Background: an optimization exercise with open tools, aiming at small area and a short achievable clock period. Do not read the settings as production practice.
At most, simulation tests tie the RTL to the original design; equivalence was not proved.
Power and IR drop assume default switching activity.

==> job 3590: inputs <==
==> flow/design.v <==
`timescale 1ns/1ps
`default_nettype none
package rvExecPkg;
    localparam int Xlen     = 32;                  
    localparam int RegAddrW = 5;                   
    localparam logic [3:0] AluAdd   = 4'b0000;
    localparam logic [3:0] AluSub   = 4'b0001;
    localparam logic [3:0] AluPassB = 4'b0010;     
    localparam logic [3:0] AluAnd   = 4'b0011;
    localparam logic [3:0] AluXor   = 4'b0100;
    localparam logic [3:0] AluOr    = 4'b0101;
    localparam logic [3:0] AluSll   = 4'b0110;
    localparam logic [3:0] AluSrl   = 4'b0111;
    localparam logic [3:0] AluSra   = 4'b1000;
    localparam logic [3:0] AluSlt   = 4'b1001;
    localparam logic [3:0] AluSltu  = 4'b1010;
    localparam logic SrcARs1 = 1'b0;
    localparam logic SrcAPc  = 1'b1;
    localparam logic [1:0] SrcBRs2  = 2'd0;
    localparam logic [1:0] SrcBImm  = 2'd1;
    localparam logic [1:0] SrcBFour = 2'd2;        
    localparam logic [1:0] FwdNone = 2'd0;
    localparam logic [1:0] FwdWb   = 2'd1;
    localparam logic [1:0] FwdMem  = 2'd2;
endpackage
`default_nettype wire
`timescale 1ns/1ps
`default_nettype none
import rvExecPkg::*;
module alu (
    input  logic [8:0]                     opSel,    
    input  logic                           invB,     
    input  logic                           sra,
    input  logic [rvExecPkg::Xlen-1:0]     a,
    input  logic [rvExecPkg::Xlen-1:0]     b,
    output logic [rvExecPkg::Xlen-1:0]     result
);
    logic [Xlen+1:0] sumExt;
    logic [Xlen-1:0] sum;
    logic [Xlen-1:0] bx;
    logic [4:0]      shamt;
    logic [Xlen-1:0] shl;
    logic [Xlen:0]   shrIn;
    logic [Xlen:0]   shr;
    logic            lt;
    logic            ltu;
    assign bx     = b ^ {Xlen{invB}};
    assign sumExt = {1'b0, a, invB} + {1'b0, bx, invB};
    assign sum    = sumExt[Xlen:1];
    assign lt  = (a[Xlen-1] == b[Xlen-1]) ? sum[Xlen-1] : a[Xlen-1];
    assign ltu = (a[Xlen-1] == b[Xlen-1]) ? sum[Xlen-1] : b[Xlen-1];
    assign shamt = b[4:0];
    assign shl   = a << shamt;
    assign shrIn = {sra & a[Xlen-1], a};
    assign shr   = $unsigned($signed(shrIn) >>> shamt);
    always_comb begin
        result = ({Xlen{opSel[0]}} & sum)
               | ({Xlen{opSel[1]}} & b)
               | ({Xlen{opSel[2]}} & (a & b))
               | ({Xlen{opSel[3]}} & (a ^ b))
               | ({Xlen{opSel[4]}} & (a | b))
               | ({Xlen{opSel[5]}} & shl)
               | ({Xlen{opSel[6]}} & shr[Xlen-1:0]);
        result[0] = result[0] | (opSel[7] & lt) | (opSel[8] & ltu);
    end
endmodule
`default_nettype wire
`timescale 1ns/1ps
`default_nettype none
import rvExecPkg::*;
module regFile (
    input  logic                              clk,
    input  logic                              rst,
    input  logic [31:1]                       wrEn,        
    input  logic [rvExecPkg::Xlen-1:0]        wrData,
    output logic [31:1][rvExecPkg::Xlen-1:0]  regs
);
    logic [Xlen-1:0] wd;
    logic [31:1]     we;
    assign wd = rst ? {Xlen{1'b0}} : wrData;
    assign we = wrEn | {31{rst}};
    always_ff @(posedge clk) begin
        for (int i = 1; i < 32; i++) begin
            if (we[i]) regs[i] <= wd;
        end
    end
endmodule
module readPort (
    input  logic [rvExecPkg::RegAddrW-1:0]    addr,
    input  logic                              useAlt,      
    input  logic [rvExecPkg::Xlen-1:0]        altData,
    input  logic [31:1]                       memWe,       
    input  logic [rvExecPkg::Xlen-1:0]        memResult,
    input  logic [31:1][rvExecPkg::Xlen-1:0]  regs,
    output logic [rvExecPkg::Xlen-1:0]        data
);
    logic [3:0]  lo;
    logic [7:0]  hi;
    logic [31:1] sel;
    logic        selMem;
    always_comb begin
        for (int j = 0; j < 4; j++) lo[j] = (addr[1:0] == j[1:0]);
        for (int j = 0; j < 8; j++) hi[j] = (addr[4:2] == j[2:0]) && !useAlt;
        for (int i = 1; i < 32; i++) sel[i] = lo[i & 3] && hi[i >> 2] && !memWe[i];
        selMem = 1'b0;
        for (int i = 1; i < 32; i++) selMem = selMem | (lo[i & 3] && hi[i >> 2] && memWe[i]);
    end
    always_comb begin
        data = ({Xlen{useAlt}} & altData) | ({Xlen{selMem}} & memResult);
        for (int i = 1; i < 32; i++) data = data | ({Xlen{sel[i]}} & regs[i]);
    end
endmodule
`default_nettype wire
`timescale 1ns/1ps
`default_nettype none
import rvExecPkg::*;
module idExReg (
    input  logic                              clk,
    input  logic                              rst,
    input  logic                              valid,
    input  logic [3:0]                        aluCode,
    input  logic                              srcA,
    input  logic [1:0]                        srcB,
    input  logic [rvExecPkg::Xlen-1:0]        imm,
    input  logic [rvExecPkg::RegAddrW-1:0]    rs1Addr,
    input  logic [rvExecPkg::RegAddrW-1:0]    rs2Addr,
    input  logic [rvExecPkg::RegAddrW-1:0]    rdAddr,
    input  logic                              regWrite,
    input  logic [rvExecPkg::Xlen-1:0]        aData,
    input  logic [rvExecPkg::Xlen-1:0]        rs2Data,
    output logic                              validEx,
    output logic                              regWriteEx,
    output logic [rvExecPkg::RegAddrW-1:0]    rdAddrEx,
    output logic [rvExecPkg::Xlen-1:0]        aEx,
    output logic [rvExecPkg::Xlen-1:0]        rs2Ex,
    output logic [rvExecPkg::Xlen-1:0]        immEx,
    output logic                              aSelMem,
    output logic                              bSelImm,
    output logic                              bSelMem,
    output logic                              bSelReg,
    output logic                              sSelMem,
    output logic                              invB,
    output logic                              sraEx,
    output logic [8:0]                        opSel
);
    logic fwdA;
    logic fwdB;
    logic exWe;
    assign exWe = regWriteEx && (rdAddrEx != {RegAddrW{1'b0}});
    assign fwdA = exWe && (rdAddrEx == rs1Addr) && !srcA;
    assign fwdB = exWe && (rdAddrEx == rs2Addr);
    always_ff @(posedge clk) begin
        if (rst) begin
            validEx    <= 1'b0;
            regWriteEx <= 1'b0;
        end else begin
            validEx    <= valid;
            regWriteEx <= valid & regWrite;
        end
        rdAddrEx <= rdAddr;
        aEx      <= aData;
        rs2Ex    <= rs2Data;
        immEx    <= srcB[1] ? 32'd4 : imm;
        aSelMem  <= fwdA;
        bSelImm  <= (srcB != SrcBRs2);
        bSelMem  <= (srcB == SrcBRs2) && fwdB;
        bSelReg  <= (srcB == SrcBRs2) && !fwdB;
        sSelMem  <= fwdB;
        invB     <= (aluCode == AluSub) || (aluCode == AluSlt) || (aluCode == AluSltu);
        sraEx    <= (aluCode == AluSra);
        opSel[0] <= (aluCode == AluAdd) || (aluCode == AluSub);
        opSel[1] <= (aluCode == AluPassB);
        opSel[2] <= (aluCode == AluAnd);
        opSel[3] <= (aluCode == AluXor);
        opSel[4] <= (aluCode == AluOr);
        opSel[5] <= (aluCode == AluSll);
        opSel[6] <= (aluCode == AluSrl) || (aluCode == AluSra);
        opSel[7] <= (aluCode == AluSlt);
        opSel[8] <= (aluCode == AluSltu);
    end
endmodule
`default_nettype wire
`timescale 1ns/1ps
`default_nettype none
import rvExecPkg::*;
module exStage (
    input  logic [rvExecPkg::Xlen-1:0]        aEx,
    input  logic [rvExecPkg::Xlen-1:0]        rs2Ex,
    input  logic [rvExecPkg::Xlen-1:0]        immEx,
    input  logic                              aSelMem,
    input  logic                              bSelImm,
    input  logic                              bSelMem,
    input  logic                              bSelReg,
    input  logic                              sSelMem,
    input  logic                              invB,
    input  logic                              sraEx,
    input  logic [8:0]                        opSel,
    input  logic [rvExecPkg::Xlen-1:0]        memResult,
    output logic [rvExecPkg::Xlen-1:0]        aluResult,
    output logic [rvExecPkg::Xlen-1:0]        storeData
);
    logic [Xlen-1:0] opA;
    logic [Xlen-1:0] opB;
    assign opA = aSelMem ? memResult : aEx;
    assign opB = ({Xlen{bSelImm}} & immEx)
               | ({Xlen{bSelMem}} & memResult)
               | ({Xlen{bSelReg}} & rs2Ex);
    assign storeData = sSelMem ? memResult : rs2Ex;
    alu aluInst (
        .opSel  (opSel),
        .invB   (invB),
        .sra    (sraEx),
        .a      (opA),
        .b      (opB),
        .result (aluResult)
    );
endmodule
`default_nettype wire
`timescale 1ns/1ps
`default_nettype none
module retireStages (
    input  logic                              clk,
    input  logic                              rst,
    input  logic                              validEx,
    input  logic                              regWriteEx,
    input  logic [rvExecPkg::RegAddrW-1:0]    rdAddrEx,
    input  logic [rvExecPkg::Xlen-1:0]        aluResult,
    input  logic [rvExecPkg::Xlen-1:0]        storeData,
    output logic                              memValid,
    output logic                              memRegWrite,
    output logic [rvExecPkg::RegAddrW-1:0]    memRdAddr,
    output logic [rvExecPkg::Xlen-1:0]        memResult,
    output logic                              wbValid,
    output logic                              wbRegWrite,
    output logic [rvExecPkg::RegAddrW-1:0]    wbRdAddr,
    output logic [rvExecPkg::Xlen-1:0]        wbResult,
    output logic [rvExecPkg::Xlen-1:0]        memStoreData
);
    always_ff @(posedge clk) begin
        if (rst) begin
            memValid    <= 1'b0;
            memRegWrite <= 1'b0;
            wbValid     <= 1'b0;
            wbRegWrite  <= 1'b0;
        end else begin
            memValid    <= validEx;
            memRegWrite <= regWriteEx;
            wbValid     <= memValid;
            wbRegWrite  <= memRegWrite;
        end
        memRdAddr    <= rdAddrEx;
        memResult    <= aluResult;
        memStoreData <= storeData;
        wbRdAddr     <= memRdAddr;
        wbResult     <= memResult;
    end
endmodule
`default_nettype wire
`timescale 1ns/1ps
`default_nettype none
import rvExecPkg::*;
module rvExecTop (
    input  logic                              clk,
    input  logic                              rst,
    input  logic                              issueValid,
    input  logic [3:0]                        aluCode,
    input  logic                              srcA,
    input  logic [1:0]                        srcB,
    input  logic [rvExecPkg::Xlen-1:0]        imm,
    input  logic [rvExecPkg::Xlen-1:0]        pc,
    input  logic [rvExecPkg::RegAddrW-1:0]    rs1Addr,
    input  logic [rvExecPkg::RegAddrW-1:0]    rs2Addr,
    input  logic [rvExecPkg::RegAddrW-1:0]    rdAddr,
    input  logic                              regWrite,
    output logic                              memValid,
    output logic [rvExecPkg::RegAddrW-1:0]    memRdAddr,
    output logic                              memRegWrite,
    output logic [rvExecPkg::Xlen-1:0]        memResult,
    output logic [rvExecPkg::Xlen-1:0]        memStoreData,
    output logic                              wbValid,
    output logic [rvExecPkg::RegAddrW-1:0]    wbRdAddr,
    output logic                              wbRegWrite,
    output logic [rvExecPkg::Xlen-1:0]        wbData
);
    logic [31:1][Xlen-1:0] regs;
    logic [31:1]           memWe;
    logic [Xlen-1:0]       aData;
    logic [Xlen-1:0]       rs2Data;
    logic                  validEx;
    logic                  regWriteEx;
    logic [RegAddrW-1:0]   rdAddrEx;
    logic [Xlen-1:0]       aEx;
    logic [Xlen-1:0]       rs2Ex;
    logic [Xlen-1:0]       immEx;
    logic                  aSelMem;
    logic                  bSelImm;
    logic                  bSelMem;
    logic                  bSelReg;
    logic                  sSelMem;
    logic                  invB;
    logic                  sraEx;
    logic [8:0]            opSel;
    logic [Xlen-1:0]       aluResult;
    logic [Xlen-1:0]       storeData;
    always_comb begin
        for (int i = 1; i < 32; i++) memWe[i] = memRegWrite && (memRdAddr == i[RegAddrW-1:0]);
    end
    regFile regFileInst (
        .clk    (clk),
        .rst    (rst),
        .wrEn   (memWe),
        .wrData (memResult),
        .regs   (regs)
    );
    readPort readAInst (
        .addr      (rs1Addr),
        .useAlt    (srcA),
        .altData   (pc),
        .memWe     (memWe),
        .memResult (memResult),
        .regs      (regs),
        .data      (aData)
    );
    readPort readBInst (
        .addr      (rs2Addr),
        .useAlt    (1'b0),
        .altData   ({Xlen{1'b0}}),
        .memWe     (memWe),
        .memResult (memResult),
        .regs      (regs),
        .data      (rs2Data)
    );
    idExReg idExInst (
        .clk        (clk),
        .rst        (rst),
        .valid      (issueValid),
        .aluCode    (aluCode),
        .srcA       (srcA),
        .srcB       (srcB),
        .imm        (imm),
        .rs1Addr    (rs1Addr),
        .rs2Addr    (rs2Addr),
        .rdAddr     (rdAddr),
        .regWrite   (regWrite),
        .aData      (aData),
        .rs2Data    (rs2Data),
        .validEx    (validEx),
        .regWriteEx (regWriteEx),
        .rdAddrEx   (rdAddrEx),
        .aEx        (aEx),
        .rs2Ex      (rs2Ex),
        .immEx      (immEx),
        .aSelMem    (aSelMem),
        .bSelImm    (bSelImm),
        .bSelMem    (bSelMem),
        .bSelReg    (bSelReg),
        .sSelMem    (sSelMem),
        .invB       (invB),
        .sraEx      (sraEx),
        .opSel      (opSel)
    );
    exStage exInst (
        .aEx       (aEx),
        .rs2Ex     (rs2Ex),
        .immEx     (immEx),
        .aSelMem   (aSelMem),
        .bSelImm   (bSelImm),
        .bSelMem   (bSelMem),
        .bSelReg   (bSelReg),
        .sSelMem   (sSelMem),
        .invB      (invB),
        .sraEx     (sraEx),
        .opSel     (opSel),
        .memResult (memResult),
        .aluResult (aluResult),
        .storeData (storeData)
    );
    retireStages retireInst (
        .clk          (clk),
        .rst          (rst),
        .validEx      (validEx),
        .regWriteEx   (regWriteEx),
        .rdAddrEx     (rdAddrEx),
        .aluResult    (aluResult),
        .storeData    (storeData),
        .memValid     (memValid),
        .memRegWrite  (memRegWrite),
        .memRdAddr    (memRdAddr),
        .memResult    (memResult),
        .wbValid      (wbValid),
        .wbRegWrite   (wbRegWrite),
        .wbRdAddr     (wbRdAddr),
        .wbResult     (wbData),
        .memStoreData (memStoreData)
    );
endmodule
`default_nettype wire
==> flow/run.sh <==
#!/bin/bash
# synth_recipe.tcl (not shown) runs the flow's synth.tcl, then flattens the netlist and writes it again
# the make line also repeats each setting of config.mk as NAME=value (left out here)
make -C /OpenROAD-flow-scripts/flow DESIGN_CONFIG=/design/flow/config.mk WORK_HOME=/design/flow/orfs CLKGATE_MAP_FILE= SYNTH_SCRIPT=/design/flow/synth_recipe.tcl finish
==> flow/config.mk <==
export PLATFORM = sky130hd
export DESIGN_NAME = rvExecTop
export DESIGN_NICKNAME = rvExecTop
export VERILOG_FILES = /design/flow/design.v
export SDC_FILE = /design/flow/constraint.sdc
export NUM_CORES = 4
export LEC_CHECK = 0
export CAP_MARGIN = 20
export CORE_MARGIN = 2
export CORE_UTILIZATION = 45
export SLEW_MARGIN = 20
==> flow/constraint.sdc <==
create_clock -name core_clock -period 6.0 [get_ports {clk}]
set_input_delay 1.2000 -clock core_clock [delete_from_list [all_inputs] [get_ports {clk}]]
set_output_delay 1.2000 -clock core_clock [all_outputs]
set_load 0.01 [all_outputs]
==> job 1121: changes against job 3590 <==
==> flow/design.v, changed modules only <==
module alu (
    input  logic [8:0]                     opSel,    
    input  logic                           invB,     
    input  logic                           sra,
    input  logic [rvExecPkg::Xlen-1:0]     a,
    input  logic [rvExecPkg::Xlen-1:0]     b,
    output logic [rvExecPkg::Xlen-1:0]     result
);
    logic [Xlen-1:0] bx;
    logic [Xlen-1:0] p;
    logic [Xlen-1:0] g;
    logic [Xlen-1:0] gl [0:5];
    logic [Xlen-1:0] pl [0:5];
    logic [Xlen-1:0] cin;         
    logic [4:0]      shamt;
    logic [Xlen-1:0] shIn;
    logic [Xlen:0]   shr;
    logic [Xlen-1:0] shOut;
    logic [Xlen-1:0] other;       
    logic [Xlen-1:0] res0;        
    logic [Xlen-1:0] res1;        
    assign bx = b ^ {Xlen{invB}};
    assign p  = a ^ bx;
    assign g  = a & bx;
    always_comb begin
        gl[0] = g;
        pl[0] = p;
        gl[0][0] = g[0] | (p[0] & invB);
        for (int l = 0; l < 5; l++) begin
            for (int i = 0; i < Xlen; i++) begin
                if (i >= (1 << l)) begin
                    gl[l+1][i] = gl[l][i] | (pl[l][i] & gl[l][i - (1 << l)]);
                    pl[l+1][i] = pl[l][i] & pl[l][i - (1 << l)];
                end else begin
                    gl[l+1][i] = gl[l][i];
                    pl[l+1][i] = pl[l][i];
                end
            end
        end
        cin = {gl[5][Xlen-2:0], invB};
    end
    always_comb begin
        for (int i = 0; i < Xlen; i++) shIn[i] = opSel[5] ? a[Xlen-1-i] : a[i];
    end
    assign shamt = b[4:0];
    assign shr   = $unsigned($signed({sra & a[Xlen-1], shIn}) >>> shamt);
    always_comb begin
        for (int i = 0; i < Xlen; i++) shOut[i] = opSel[5] ? shr[Xlen-1-i] : shr[i];
    end
    always_comb begin
        other = ({Xlen{opSel[1]}} & b)
              | ({Xlen{opSel[2]}} & (a & b))
              | ({Xlen{opSel[3]}} & (a ^ b))
              | ({Xlen{opSel[4]}} & (a | b))
              | ({Xlen{opSel[5] | opSel[6]}} & shOut);
        res0 = other | ({Xlen{opSel[0]}} & p);
        res1 = other | ({Xlen{opSel[0]}} & ~p);
        res0[0] = other[0] | (opSel[0] & (p[0] ^ invB))
                | (opSel[7] & (p[Xlen-1] ? 1'b1 : a[Xlen-1]))
                | (opSel[8] & (p[Xlen-1] ? 1'b1 : b[Xlen-1]));
        res1[0] = other[0] | (opSel[0] & (p[0] ^ invB))
                | (opSel[7] & (p[Xlen-1] ? 1'b0 : a[Xlen-1]))
                | (opSel[8] & (p[Xlen-1] ? 1'b0 : b[Xlen-1]));
        for (int i = 1; i < Xlen; i++) result[i] = cin[i] ? res1[i] : res0[i];
        result[0] = cin[Xlen-1] ? res1[0] : res0[0];
    end
endmodule
==> flow/flow/run.sh (new file) <==
#!/bin/bash
set -e
export BUFFER_PORTS_ARGS="-buffer_cell sky130_fd_sc_hd__buf_2"
bash standard.sh > standard.log 2>&1
==> flow/standard.sh (new file) <==
#!/bin/bash
# synth_recipe.tcl (not shown) runs the flow's synth.tcl, then flattens the netlist and writes it again
# the make line also repeats each setting of config.mk as NAME=value (left out here)
make -C /OpenROAD-flow-scripts/flow DESIGN_CONFIG=/design/flow/config.mk WORK_HOME=/design/flow/orfs CLKGATE_MAP_FILE= SYNTH_SCRIPT=/design/flow/synth_recipe.tcl "${@:-finish}"
--- a/flow/config.mk
+++ b/flow/config.mk
@@ -9,3 +9,4 @@
 export CORE_MARGIN = 2
 export CORE_UTILIZATION = 45
+export SETUP_SLACK_MARGIN = 2.5
 export SLEW_MARGIN = 20
removed: flow/run.sh
==> run summary <==
Job 3590 passed the timing, DRC and antenna checks. Job 1121 went through all stages and came out clean. Sequential power is about the same in job 1121 and job 3590. Design area: job 1121 is smaller than job 3590 (0.93%). Combinational power is about the same in job 1121 and job 3590. Between job 1121 and job 3590, the lower count of clock-buffer cells in the layout is in job 1121 (gap 35). Against job 3590, the clock skew of job 1121 is lower by 0.011 ns. Against job 1121, the die area of job 3590 is higher by 1.1%. Clock power: job 3590 is larger than job 1121 (6.1%). Between job 3590 and job 1121, the lower critical path depth is in job 3590 (gap 1).
Function not checked in job 1121: the RTL went through the layout flow alone.

[re-timing with driven ports]
Ports are ideal in the flow. The routed layouts listed here were re-timed in OpenROAD. Step 1 (the two cells are an assumption about what drives the block):
set clk [get_ports {clk}]
set_driving_cell -lib_cell sky130_fd_sc_hd__clkbuf_16 $clk
set_driving_cell -lib_cell sky130_fd_sc_hd__buf_2 [delete_from_list [all_inputs] $clk]
Step 2 also shifts input and output timing later by t, the mid clock arrival at the registers, as if the neighbouring blocks saw the same clock. Three values: ideal, step 1, step 2; two values: the first two.
run | t (ns) | slack for setup (ns) | worst setup path after step 2
job 3590 | 0.851 | 1.409 / 1.409 / 1.137 | input to register
job 1121 | 0.857 | 2.376 / 2.376 / 1.663 | input to register
After both steps every run listed still meets setup and hold. The setup slack of job 1121, which loses most, moves by 0.000 ns with the drivers and by -0.713 ns with both steps.
